Source: an optimization exercise on an open RTL-to-GDS flow (aim: small area and few clock cycles per item). Production flows keep margins and buffers that such runs may drop.
The RTL was checked by simulation tests, not by an equivalence proof against the original design.

==> run X <==
// h2o_serial_accum
module h2o_serial_accum (
  input  logic               clk,
  input  logic               rst_n,
  input  logic signed [31:0] h_data,
  input  logic               h_valid,
  input  logic               h_last,
  output logic               h_ready,
  output logic signed [31:0] y_data,
  output logic               y_valid,
  input  logic               y_ready,
  output logic               frame_err
);
export LEC_CHECK = 0
export CAP_MARGIN = 20
export CORE_MARGIN = 2
export CORE_UTILIZATION = 40
export SLEW_MARGIN = 20
export SYNTH_HIERARCHICAL = 1
export SYNTH_MINIMUM_KEEP_SIZE = 0
create_clock -name core_clock -period 8.0 [get_ports {clk}]
standard.sh (not shown) runs the stock make flow with config.mk's settings and CLKGATE_MAP_FILE= SYNTH_SCRIPT=/design/flow/synth_recipe.tcl, a recipe that flattens the netlist after the stock synthesis.
==> flow/flow/run.sh <==
#!/bin/bash
# The standard layout with buf_2 on each input port and buf_1 on each
# output port (flow/ports.tcl).
set -euo pipefail
export PRE_GLOBAL_PLACE_TCL="$PWD/flow/ports.tcl"
bash standard.sh > standard.log 2>&1
==> flow/flow/ports.tcl <==
# Sourced before global placement (PRE_GLOBAL_PLACE_TCL). Every port still
# gets one buffer; inputs, which fan out widely, get buf_2 and outputs buf_1.
rename buffer_ports my_orig_buffer_ports
proc buffer_ports { args } {
  my_orig_buffer_ports -inputs -buffer_cell sky130_fd_sc_hd__buf_2
  my_orig_buffer_ports -outputs -buffer_cell sky130_fd_sc_hd__buf_1
}
==> run H (differences from run X) <==
==> flow/flow/run.sh (replaced) <==
#!/bin/bash
# The standard layout, with the smallest buffer on each port.
set -euo pipefail
export BUFFER_PORTS_ARGS="-buffer_cell sky130_fd_sc_hd__buf_1"
bash standard.sh > standard.log 2>&1
--- a/flow/config.mk
+++ b/flow/config.mk
@@ -6,8 +6,11 @@
 export NUM_CORES = 4
 export LEC_CHECK = 0
 export CAP_MARGIN = 20
+export CELL_PAD_IN_SITES_DETAIL_PLACEMENT = 1
+export CELL_PAD_IN_SITES_GLOBAL_PLACEMENT = 1
 export CORE_MARGIN = 2
 export CORE_UTILIZATION = 40
+export PLACE_DENSITY = 0.4
 export SLEW_MARGIN = 20
 export SYNTH_HIERARCHICAL = 1
 export SYNTH_MINIMUM_KEEP_SIZE = 0
removed: flow/flow/ports.tcl
==> out/results.ini <==
[global_route]
grt_use_total_pct = 29.3

[place]
placed_cell_area_um2 = 11900

[layout]
num_antenna_cells = 0
areaGrowthSynthToFinish_pct = 14.4

[run_status]
outcome = finished clean

Source of the figures above: run H

==> out/results.ini <==
[place]
placed_cell_area_um2 = 11500

[synthesis]
synth_top_family_by_area = adder cells

[route]
wire_per_inst_um = 23.8

[layout]
num_antenna_cells = 2

[run_status]
outcome = finished clean

Source of the figures above: run X

Testbench counts of run X, summed over its fixed seeds: cycles 10,248, frames 512.
Testbench counts of run H, summed over its fixed seeds: cycles 10,248, frames 512.


==> inputs of exp/fjord <==
Another version of the RTL of h2o_serial_accum (not shown whole).
export LEC_CHECK = 0
export CAP_MARGIN = 20
export CORE_MARGIN = 2
export CORE_UTILIZATION = 40
export GPL_TIMING_DRIVEN = 0
export SLEW_MARGIN = 20
export SYNTH_HIERARCHICAL = 1
export SYNTH_MINIMUM_KEEP_SIZE = 0
create_clock -name core_clock -period 8.0 [get_ports {clk}]
==> flow/flow/run.sh <==
#!/bin/bash
# The standard layout, with the smallest buffer on each port and the
# synthesis buffers removed at floorplan (placement repair re-buffers).
set -euo pipefail
export BUFFER_PORTS_ARGS="-buffer_cell sky130_fd_sc_hd__buf_1"
export REMOVE_ABC_BUFFERS=1
bash standard.sh > standard.log 2>&1
==> inputs of exp/violet, as changes to exp/fjord <==
==> flow/flow/run.sh (replaced) <==
#!/bin/bash
# The standard layout, with the smallest buffer on each port and, after
# global routing, non-critical cells sized down as far as timing allows.
set -euo pipefail
export BUFFER_PORTS_ARGS="-buffer_cell sky130_fd_sc_hd__buf_1"
export RECOVER_POWER=100
bash standard.sh > standard.log 2>&1
--- a/flow/config.mk
+++ b/flow/config.mk
@@ -10,3 +10,2 @@
 export CORE_UTILIZATION = 40
-export GPL_TIMING_DRIVEN = 0
 export SLEW_MARGIN = 20
==> inputs of exp/amber, as changes to exp/fjord <==
==> flow/run.sh (new file) <==
#!/bin/bash
# synth_recipe.tcl (not shown) runs the flow's synth.tcl, then flattens the netlist and writes it again
# the make line also repeats each setting of config.mk as NAME=value (left out here)
make -C /OpenROAD-flow-scripts/flow DESIGN_CONFIG=/design/flow/config.mk WORK_HOME=/design/flow/orfs CLKGATE_MAP_FILE= SYNTH_SCRIPT=/design/flow/synth_recipe.tcl finish
--- a/flow/config.mk
+++ b/flow/config.mk
@@ -10,3 +10,2 @@
 export CORE_UTILIZATION = 40
-export GPL_TIMING_DRIVEN = 0
 export SLEW_MARGIN = 20
removed: flow/flow/run.sh
removed: flow/standard.sh
==> comparison table <==
| quantity | exp/violet | exp/amber | exp/fjord |
|---|---|---|---|
| Non-clock buffers, area share | 9.20% | 15.0% | 6.47% |
| Number of cells in the design after placement | 1779 | 1820 | 1685 |
| Result of the run | complete, but fails checks | complete, no violations | complete, no violations |
| Reasons for failing layout checks | max-capacitance violations, max-slew violations | - | - |
| Reg-to-Reg End | r_acc[18] | r_acc[17] | r_acc[33] |
| Global routing usage on met1 | 32.9% | 33.2% | 32.5% |
| Critical path fanouts, max | 14 | 10 | 21 |
| Area grow syn2layout | 12.4% | 22.2% | 11.2% |
| Layout clock buffers | 6 | 5 | 5 |
| Tot GR Track Use | 24.3% | 24.2% | 23.9% |
| Place WS | -0.0601 ns | -0.362 ns | -1.53 ns |
| Non-CTS buffers | 189 | 244 | 111 |
| Met3 Wirelength | 2110 µm | 1960 µm | 2410 µm |
| Clock tree skew after final layout | 0.0115 ns | 0.00831 ns | 0.0133 ns |
| Cell Count, Final, Fillers Out | 1789 | 1843 | 1713 |
| Number of max-slew violations in the final report | 32 | 0 | 0 |
| Latest clock arrival within the worst-skew pair | 0.33 ns | 0.32 ns | 0.33 ns |
Testbench counts of exp/fjord, summed over its fixed seeds: cycles 10,248, frames 512.
Testbench counts of exp/violet, summed over its fixed seeds: cycles 10,248, frames 512.
Testbench counts of exp/amber, summed over its fixed seeds: cycles 10,248, frames 512.

## afterwards: timing with drivers on the ports
In the flow no input, the clock included, has a driving cell. The finished layouts below were timed again as built, in two steps.
Step 1, drivers: a clkbuf_16 drives clk and a buf_2 each remaining input, both assumed.
Step 2, shift: input delay + t, output delay - t, t = (earliest + latest rising clock arrival at the registers) / 2. This alone moves slack from input paths to output paths.
Slacks: ideal / step 1 / step 2; pairs: ideal / step 1.
| run | t (ns) | slack for setup (ns) | hold slack, ns | worst setup path at the end |
|---|---|---|---|---|
| run X | 0.348 | 0.380 / 0.405 / 0.056 | 0.636 / 0.636 / 0.636 | input to register |
| run H | 0.367 | 0.501 / 0.530 / 0.163 | 0.625 / 0.625 / 0.625 | input to register |
| exp/fjord | 0.374 | 0.208 / 0.232 / -0.142 | 0.561 / 0.561 / 0.561 | input to register |
| exp/violet | 0.376 | 0.288 / 0.313 / -0.063 | 0.527 / 0.527 / 0.527 | input to register |
| exp/amber | 0.366 | 0.356 / 0.380 / 0.013 | 0.547 / 0.547 / 0.547 | input to register |
For exp/violet, which loses most, drivers alone change the setup slack by +0.025 ns; drivers and shift together by -0.351 ns.
